From an optimization exercise on the open Yosys and OpenROAD flow, aimed at small area and a short achievable clock period; shortcuts taken in it are not production practice.
RTL that was checked went through simulation tests only; none was proved equivalent to the original.
Power and IR drop assume default switching activity.

Design norm_rnd, start of the top module:
module norm_rnd
(
    input  wire          clk,
    input  wire          reset,
    input  wire  [105:0] fract_in,
    input  wire  [10:0]  exp_in,
    input  wire          sign,
    input  wire  [1:0]   r_mode,
    output logic [52:0]  fract_out,
    output logic [10:0]  exp_out,
    output logic         dn_out,
    output logic         ine_out,
    output logic         overflow_out,
    output logic         infinite_out
);
    logic [52:0] nb_trunc_n;
    logic        nb_guard_n;
    logic        nb_sticky;
    logic [10:0] nb_exp;
    logic [10:0] nb_exp_inc;
    logic        nb_denorm;
    logic        nb_kill;
    logic        nb_exp_ovf;
    logic        nb_exp_top;
    normalizer u_normalizer
    (
        .fract_in    (fract_in),
        .exp_in      (exp_in),
        .trunc_n_out (nb_trunc_n),
        .guard_n_out (nb_guard_n),
        .sticky_out  (nb_sticky),
        .exp_out     (nb_exp),
        .exp_inc_out (nb_exp_inc),
        .denorm_out  (nb_denorm),
        .kill_out    (nb_kill),
        .exp_ovf_out (nb_exp_ovf),
        .exp_top_out (nb_exp_top)
    );
    rounder u_rounder
    (
        .clk          (clk),
        .reset        (reset),
        .sign         (sign),
        .r_mode       (r_mode),
        .in_trunc_n   (nb_trunc_n),
        .in_guard_n   (nb_guard_n),
        .in_sticky    (nb_sticky),
        .in_exp       (nb_exp),
        .in_exp_inc   (nb_exp_inc),
        .in_denorm    (nb_denorm),
        .in_kill      (nb_kill),
        .in_exp_ovf   (nb_exp_ovf),
        .in_exp_top   (nb_exp_top),
        .fract_out    (fract_out),
        .exp_out      (exp_out),
        .dn_out       (dn_out),
        .ine_out      (ine_out),
        .overflow_out (overflow_out),
        .infinite_out (infinite_out)
    );
endmodule
For scale: ~1300 cells after synthesis, roughly 0.0096 mm2 of cells after synthesis.
==> flow/config.mk <==
export PLATFORM = sky130hd
export DESIGN_NAME = norm_rnd
export DESIGN_NICKNAME = norm_rnd
export VERILOG_FILES = /design/flow/design.v
export SDC_FILE = /design/flow/constraint.sdc
export NUM_CORES = 4
export LEC_CHECK = 0
export ABC_AREA = 0
export CAP_MARGIN = 20
export CORE_MARGIN = 2
export CORE_UTILIZATION = 30
export PLACE_DENSITY = 0.8
export SLEW_MARGIN = 20
export SYNTH_HIERARCHICAL = 1
export SYNTH_MINIMUM_KEEP_SIZE = 0
export TNS_END_PERCENT = 100
==> flow/constraint.sdc <==
create_clock -name core_clock -period 14.0 [get_ports {clk}]
set_input_delay 2.8000 -clock core_clock [delete_from_list [all_inputs] [get_ports {clk}]]
set_output_delay 2.8000 -clock core_clock [all_outputs]
set_load 0.01 [all_outputs]
standard.sh (not shown) runs the stock make flow with config.mk's settings and CLKGATE_MAP_FILE= SYNTH_SCRIPT=/design/flow/synth_recipe.tcl, a recipe that flattens the netlist after the stock synthesis.
==> flow/flow/run.sh <==
#!/bin/bash
# The standard layout, with plain buf_1 cells as the port buffers instead of
# the delay cells buffer_ports picks by default. Every port still gets its
# own buffer.
set -euo pipefail
export BUFFER_PORTS_ARGS="-buffer_cell sky130_fd_sc_hd__buf_1"
export SETUP_SLACK_MARGIN=5
export SKIP_GATE_CLONING=1
bash standard.sh > standard_flow.log 2>&1
Next try:
==> flow/flow/run.sh (replaced) <==
#!/bin/bash
# The standard layout (standard.sh, synthesis through finish), with three
# ORFS settings passed through the environment:
# - every port still gets its own buffer, but a plain buf_1 instead of the
#   delay cell that buffer_ports picks by default;
# - timing repair aims for 5 ns of setup slack (a 9 ns period);
# - timing repair does not clone gates.
# standard.sh's output goes to standard_flow.log here; ORFS keeps each step's
# own log under orfs/logs.
set -euo pipefail
export BUFFER_PORTS_ARGS="-buffer_cell sky130_fd_sc_hd__buf_1"
export SETUP_SLACK_MARGIN=5
export SKIP_GATE_CLONING=1
bash standard.sh > standard_flow.log 2>&1
Settings changed: PLACE_DENSITY 0.8 to not set.
Effect: Area after synthesis does not change. Wire length goes down by 1.4%. Combinational power goes down by about 2%. Flip-flop and latch count does not change. Global-route usage barely changes. Sequential share of layout area climbs by 0.13 points. Total power goes up by 0.79%. Setup slack got worse by 0.076 ns. Clock power rose by about 6%. Clock-buffer cell count goes up by 2.
Next try:
==> flow/flow/run.sh (replaced) <==
#!/bin/bash
# The standard layout, with plain buf_1 cells as the port buffers instead of
# the delay cells buffer_ports picks by default. Every port still gets its
# own buffer.
set -euo pipefail
export BUFFER_PORTS_ARGS="-buffer_cell sky130_fd_sc_hd__buf_1"
export SETUP_SLACK_MARGIN=5
export SKIP_GATE_CLONING=1
bash standard.sh > standard_flow.log 2>&1
Settings changed: ABC_AREA 0 to 1.
Die area went up by about 40%.
Via count climbs by 32%.
Wire length climbs by 14%.
Fmax grows by about 6%.
Clock power hardly moves.
Combinational power grows by 22%.
Next try:
--- a/flow/flow/run.sh
+++ b/flow/flow/run.sh
@@ -6,3 +6,3 @@
 export BUFFER_PORTS_ARGS="-buffer_cell sky130_fd_sc_hd__buf_1"
-export SETUP_SLACK_MARGIN=5
+export SETUP_SLACK_MARGIN=4.75
 export SKIP_GATE_CLONING=1
Settings changed: ABC_AREA 1 to 0.
What happened: Cell count is lower by 47%; design area is lower by 27%; worst hold slack gains 0.045 ns; routed wire length is lower by 13%; total power is lower by 8.3%.
Next try:
--- a/flow/flow/run.sh
+++ b/flow/flow/run.sh
@@ -6,3 +6,3 @@
 export BUFFER_PORTS_ARGS="-buffer_cell sky130_fd_sc_hd__buf_1"
-export SETUP_SLACK_MARGIN=4.75
+export SETUP_SLACK_MARGIN=5
 export SKIP_GATE_CLONING=1
Outcome: Via count hardly moves. Routed wire length climbs by about 0.8%. Design area climbs by 1.1%. Setup slack gains 0.13 ns. Fmax climbs by about 1.4%. Flip-flop and latch count does not change. Power is about the same. Die area does not change.
Next try:
--- a/flow/flow/run.sh
+++ b/flow/flow/run.sh
@@ -6,3 +6,3 @@
 export BUFFER_PORTS_ARGS="-buffer_cell sky130_fd_sc_hd__buf_1"
-export SETUP_SLACK_MARGIN=5
+export SETUP_SLACK_MARGIN=5.5
 export SKIP_GATE_CLONING=1
Effect:
- The new run went through all stages and came out clean
- flip-flop and latch count stays the same
- design area rises by 11%
- non-clock buffer count rises by 42
- maximum frequency rises by 5.5%
- worst hold slack is about the same
- sequential share of layout area falls by 1.2 points
- global-route usage rises by 0.69 points
- count of clock-buffer cells in the layout stays the same
- setup slack gets better by 0.46 ns

## old
Another version of the RTL of norm_rnd (not shown whole).
Size in the first run: roughly 68 flip-flops, roughly 190 I/O pins.
Settings: LEC_CHECK=0, ABC_AREA=0, CAP_MARGIN=20, CORE_MARGIN=2, CORE_UTILIZATION=30, SLEW_MARGIN=20, SYNTH_HIERARCHICAL=1, SYNTH_MINIMUM_KEEP_SIZE=0, TNS_END_PERCENT=100; clock period 14.0 ns.
==> flow/flow/run.sh <==
#!/bin/bash
# The standard layout, with plain buf_1 cells as the port buffers instead of
# the delay cells buffer_ports picks by default. Every port still gets its
# own buffer.
set -euo pipefail
export BUFFER_PORTS_ARGS="-buffer_cell sky130_fd_sc_hd__buf_1"
export SETUP_SLACK_MARGIN=0
bash standard.sh > standard_flow.log 2>&1
## Diff of input files: new against old
- putting SETUP_SLACK_MARGIN at 5 where nothing was set
-- flow/flow/run.sh --
<<< old, line 5
set -euo pipefail
export BUFFER_PORTS_ARGS="-buffer_cell sky130_fd_sc_hd__buf_1"
export SETUP_SLACK_MARGIN=0
bash standard.sh > standard_flow.log 2>&1
>>> new, line 5
set -euo pipefail
export BUFFER_PORTS_ARGS="-buffer_cell sky130_fd_sc_hd__buf_1"
bash standard.sh > standard_flow.log 2>&1
Results
On new: first-pass GRT wire length is 9.5 mm higher than what old gave.
new: post-placement worst setup slack 4.4 ps above old
[new] aggregate routed wire length rose 22% relative to old
The global-route track usage on met3 of new exceeds that of old by 1.8 points.
No run of this note included a check of the RTL's function; only the layout flow was run.

Setup of run 1:
norm_rnd, a different RTL version from the one above (not shown whole).
Size in the first run: roughly 68 flip-flops, about 190 I/O pins, about 0.0089 sq mm of cells after synthesis.
export LEC_CHECK = 0
export ABC_AREA = 0
export CAP_MARGIN = 20
export CORE_MARGIN = 2
export CORE_UTILIZATION = 30
export SLEW_MARGIN = 20
export SYNTH_HIERARCHICAL = 1
export SYNTH_MINIMUM_KEEP_SIZE = 1000
export TNS_END_PERCENT = 100
create_clock -name core_clock -period 14.0 [get_ports {clk}]
==> flow/flow/run.sh <==
#!/bin/bash
# The standard layout, with plain buf_1 cells as the port buffers instead of
# the delay cells buffer_ports picks by default. Every port still gets its
# own buffer.
set -euo pipefail
export BUFFER_PORTS_ARGS="-buffer_cell sky130_fd_sc_hd__buf_1"
export SETUP_SLACK_MARGIN=4.5
bash standard.sh > standard_flow.log 2>&1
Modified inputs, run 2 compared to run 1
diff --git a/flow/flow/run.sh b/flow/flow/run.sh
--- a/flow/flow/run.sh
+++ b/flow/flow/run.sh
@@ -5,4 +5,5 @@
 set -euo pipefail
 export BUFFER_PORTS_ARGS="-buffer_cell sky130_fd_sc_hd__buf_1"
-export SETUP_SLACK_MARGIN=4.5
+export SETUP_SLACK_MARGIN=5.5
+export SKIP_GATE_CLONING=1
 bash standard.sh > standard_flow.log 2>&1
diff --git a/flow/config.mk b/flow/config.mk
--- a/flow/config.mk
+++ b/flow/config.mk
@@ -12,4 +12,4 @@
 export SLEW_MARGIN = 20
 export SYNTH_HIERARCHICAL = 1
-export SYNTH_MINIMUM_KEEP_SIZE = 1000
+export SYNTH_MINIMUM_KEEP_SIZE = 0
 export TNS_END_PERCENT = 100
--- outcome ---
The run showing the greater sum of buffers and inverters on the critical path is run 2. Taking run 1 as the reference, in run 2 logic gate share of total power now larger, routed wire length saw an increase, post-CTS repair timing setup buffer count increased 29, total power increased by about 8% relative to the old numbers. Final instance area is lower on run 1.
The inputs of run 3 differ from those of run 2 as listed below.
diff --git a/flow/flow/run.sh b/flow/flow/run.sh
--- a/flow/flow/run.sh
+++ b/flow/flow/run.sh
@@ -5,5 +5,4 @@
 set -euo pipefail
 export BUFFER_PORTS_ARGS="-buffer_cell sky130_fd_sc_hd__buf_1"
-export SETUP_SLACK_MARGIN=5.5
-export SKIP_GATE_CLONING=1
+export SETUP_SLACK_MARGIN=4.5
 bash standard.sh > standard_flow.log 2>&1
diff --git a/flow/config.mk b/flow/config.mk
--- a/flow/config.mk
+++ b/flow/config.mk
@@ -10,4 +10,5 @@
 export CORE_MARGIN = 2
 export CORE_UTILIZATION = 30
+export PLACE_DENSITY = 0.8
 export SLEW_MARGIN = 20
 export SYNTH_HIERARCHICAL = 1
==> summary.txt <==
In run 3, number of clock buffers in the layout is lower than in run 2.
Run 2 has a lower portion of total power attributed to the clock network than run 3.
Fmax delta (run 3 − run 2): unfavourable
Against run 2, run 3 reports a delay of the slowest critical-path stage that is lower.
Changes observed in run 3 relative to run 2: number of non-clock buffers in the layout lost 110, post-layout worst setup margin lost 0.60 ns.
Across both runs, worst-margin pin slew was lower for run 3 than for run 2.
Share of the yosys chip area belonging to registers delta (run 3 -> run 2): insignificant
The run showing the smaller clock power is run 3.
For wire length of the first global-routing pass, run 3 and run 2 come out practically identical.
Of the two values seen for start point of the critical path, fract_in[105] was produced by run 3 and fract_in[88] by run 2.
Of the two values seen for destination of the critical timing path, u_rounder.fract_out[44] was produced by run 2 and u_rounder.fract_out[46] by run 3.
Modified inputs, run 4 compared to run 3
diff --git a/flow/flow/run.sh b/flow/flow/run.sh
--- a/flow/flow/run.sh
+++ b/flow/flow/run.sh
@@ -5,4 +5,4 @@
 set -euo pipefail
 export BUFFER_PORTS_ARGS="-buffer_cell sky130_fd_sc_hd__buf_1"
-export SETUP_SLACK_MARGIN=4.5
+export SETUP_SLACK_MARGIN=4
 bash standard.sh > standard_flow.log 2>&1
diff --git a/flow/config.mk b/flow/config.mk
--- a/flow/config.mk
+++ b/flow/config.mk
@@ -10,7 +10,6 @@
 export CORE_MARGIN = 2
 export CORE_UTILIZATION = 30
-export PLACE_DENSITY = 0.8
 export SLEW_MARGIN = 20
 export SYNTH_HIERARCHICAL = 1
-export SYNTH_MINIMUM_KEEP_SIZE = 0
+export SYNTH_MINIMUM_KEEP_SIZE = 1000
 export TNS_END_PERCENT = 100
Findings:
Comparing post-detailed-route wirelength per cell for run 4 and run 3, the bigger number came from run 3.
From run 3 to run 4 the numbers moved as follows: clock buffer instance count of the final layout was more or less identical, mean post-synth cell area was more or less identical, global routing met3 resource utilization was more or less identical, placed wire-length estimate after detailed placement went down by 8.8%, via count went down by 653.
Run 4 finished every stage and its layout cleared the timing, DRC and antenna checks.

## before
Starting RTL as in the previous note.
==> flow/design.v (excerpt) <==
module norm_rnd
(
    input  wire          clk,
    input  wire          reset,
    input  wire  [105:0] fract_in,
    input  wire  [10:0]  exp_in,
    input  wire          sign,
    input  wire  [1:0]   r_mode,
    output logic [52:0]  fract_out,
    output logic [10:0]  exp_out,
    output logic         dn_out,
    output logic         ine_out,
    output logic         overflow_out,
    output logic         infinite_out
);
    logic [52:0] nb_trunc_n;
    logic        nb_guard_n;
    logic        nb_sticky;
    logic [10:0] nb_exp;
    logic [10:0] nb_exp_inc;
    logic        nb_denorm;
    logic        nb_kill;
    logic        nb_exp_ovf;
    logic        nb_exp_top;
    normalizer u_normalizer
    (
        .fract_in    (fract_in),
        .exp_in      (exp_in),
        .trunc_n_out (nb_trunc_n),
        .guard_n_out (nb_guard_n),
        .sticky_out  (nb_sticky),
        .exp_out     (nb_exp),
        .exp_inc_out (nb_exp_inc),
        .denorm_out  (nb_denorm),
        .kill_out    (nb_kill),
        .exp_ovf_out (nb_exp_ovf),
        .exp_top_out (nb_exp_top)
    );
    rounder u_rounder
    (
        .clk          (clk),
        .reset        (reset),
        .sign         (sign),
        .r_mode       (r_mode),
        .in_trunc_n   (nb_trunc_n),
        .in_guard_n   (nb_guard_n),
        .in_sticky    (nb_sticky),
  ...
clock: 14.0 ns
lec_check: 0
abc_area: 0
cap_margin: 20
core_margin: 2
core_utilization: 30
gpl_routability_driven: 0
slew_margin: 20
synth_hierarchical: 1
synth_minimum_keep_size: 0
tns_end_percent: 100
==> flow/flow/run.sh <==
#!/bin/bash
# The standard layout, with plain buf_1 cells as the port buffers instead of
# the delay cells buffer_ports picks by default. Every port still gets its
# own buffer.
set -euo pipefail
export BUFFER_PORTS_ARGS="-buffer_cell sky130_fd_sc_hd__buf_1"
export SETUP_SLACK_MARGIN=4.5
bash standard.sh > standard_flow.log 2>&1
before was carried through to the last stage, and its layout satisfied the timing, DRC and antenna checks.
The following lists how after was set up differently from before:
- GPL_ROUTABILITY_DRIVEN: 0 -> unset
--- a/flow/flow/run.sh
+++ b/flow/flow/run.sh
@@ -7 +7,2 @@
-export SETUP_SLACK_MARGIN=4.5
+export SETUP_SLACK_MARGIN=5
+export SKIP_GATE_CLONING=1
==> summary.txt <==
- after completed; timing, DRC and antenna clean
- Of before and after, after shows the higher end-of-flow core utilization, with before below it.
- Measured against each other, before and after differ in switching portion of total power, the lower figure coming from after.
- Side by side, DRC violation total after the first TritonRoute iteration turned out lower in after than in before.

norm_rnd, a different RTL version from the one above (not shown whole).
Size in the first run: ~1300 cells after synthesis, about 68 flip-flops, roughly 190 I/O pins.
clock: 14.0 ns
lec_check: 0
abc_area: 0
cap_margin: 20
core_margin: 2
core_utilization: 30
slew_margin: 20
synth_hierarchical: 1
synth_minimum_keep_size: 0
tns_end_percent: 100
==> flow/flow/run.sh <==
#!/bin/bash
# The standard layout, with plain buf_1 cells as the port buffers instead of
# the delay cells buffer_ports picks by default. Every port still gets its
# own buffer.
set -euo pipefail
export BUFFER_PORTS_ARGS="-buffer_cell sky130_fd_sc_hd__buf_1"
export SETUP_SLACK_MARGIN=4.75
export SKIP_GATE_CLONING=1
bash standard.sh > standard_flow.log 2>&1
Next try:
--- a/flow/flow/run.sh
+++ b/flow/flow/run.sh
@@ -5,5 +5,5 @@
 set -euo pipefail
 export BUFFER_PORTS_ARGS="-buffer_cell sky130_fd_sc_hd__buf_1"
-export SETUP_SLACK_MARGIN=4.75
+export SETUP_SLACK_MARGIN=5.25
 export SKIP_GATE_CLONING=1
 bash standard.sh > standard_flow.log 2>&1
The changed run went through all stages and came out clean; via count is higher by 4.1%; sequential power hardly moves; worst hold slack gets better by 0.0091 ns; routed wire length is higher by 3.2%; power is higher by 2.5%; die area stays the same; clock-buffer cell count stays the same.
Next try:
--- a/flow/flow/run.sh
+++ b/flow/flow/run.sh
@@ -5,5 +5,5 @@
 set -euo pipefail
 export BUFFER_PORTS_ARGS="-buffer_cell sky130_fd_sc_hd__buf_1"
-export SETUP_SLACK_MARGIN=5.25
+export SETUP_SLACK_MARGIN=4.5
 export SKIP_GATE_CLONING=1
 bash standard.sh > standard_flow.log 2>&1
Result:
- The new run produced a clean layout
- hold slack gets worse by 0.0063 ns
- clock power hardly moves
- cell count shrinks by 2.5%
- synthesized area is unchanged
- setup slack gets worse by 0.62 ns
- final area went down by 7.8%
- global-route usage goes down by 0.73 points
- total power came out lower by 2.7%

-- port drivers added, routing unchanged --
No port has a modelled driver above. Below, the same layouts with a new extraction and two added sets of constraints.
Step 1: set_driving_cell puts a clkbuf_16 on clk and a buf_2 on each other input, an assumption about the parent block.
Step 2 times the ports against the registers' clock, not the clock port: input delays grow and output delays shrink by t, the midpoint of the rising clock arrivals with the driver on.
Slacks: ideal ports / drivers / drivers and shift; pairs: ideal ports / drivers.
run	t, ns	setup WS [ns]	latest minus earliest clock arrival (ns)	cell pins on the clock port's net
the first run of note 1	0.376	5.264 / 5.291 / 4.916	0.007 / 0.007	1
the second run of note 1	0.375	5.188 / 5.214 / 4.839	0.006 / 0.006	1
the third run of note 1	0.380	5.699 / 5.725 / 5.345	0.010 / 0.010	1
the fourth run of note 1	0.375	5.061 / 5.086 / 4.711	0.006 / 0.006	1
the fifth run of note 1	0.375	5.188 / 5.214 / 4.839	0.006 / 0.006	1
the sixth run of note 1	0.380	5.651 / 5.669 / 5.289	0.006 / 0.006	1
old	0.355	1.699 / 1.715 / 1.359	0.007 / 0.007	1
new	0.362	4.597 / 4.586 / 4.224	0.009 / 0.008	1
run 1	0.363	4.729 / 4.740 / 4.377	0.010 / 0.009	1
run 2	0.355	5.389 / 5.406 / 5.051	0.007 / 0.006	1
run 3	0.362	4.787 / 4.801 / 4.439	0.007 / 0.006	1
run 4	0.360	4.243 / 4.260 / 3.899	0.009 / 0.009	1
before	0.360	4.753 / 4.771 / 4.410	0.007 / 0.007	1
after	0.357	5.187 / 5.205 / 4.848	0.006 / 0.006	1
the first run of note 5	0.377	4.821 / 4.846 / 4.469	0.012 / 0.012	1
the second run of note 5	0.379	5.343 / 5.364 / 4.986	0.012 / 0.013	1
the third run of note 5	0.377	4.720 / 4.742 / 4.366	0.012 / 0.013	1
After both steps setup and hold are still met in every run listed. The setup slack of new, which loses most, moves by -0.011 ns with the drivers and by -0.373 ns with both steps.
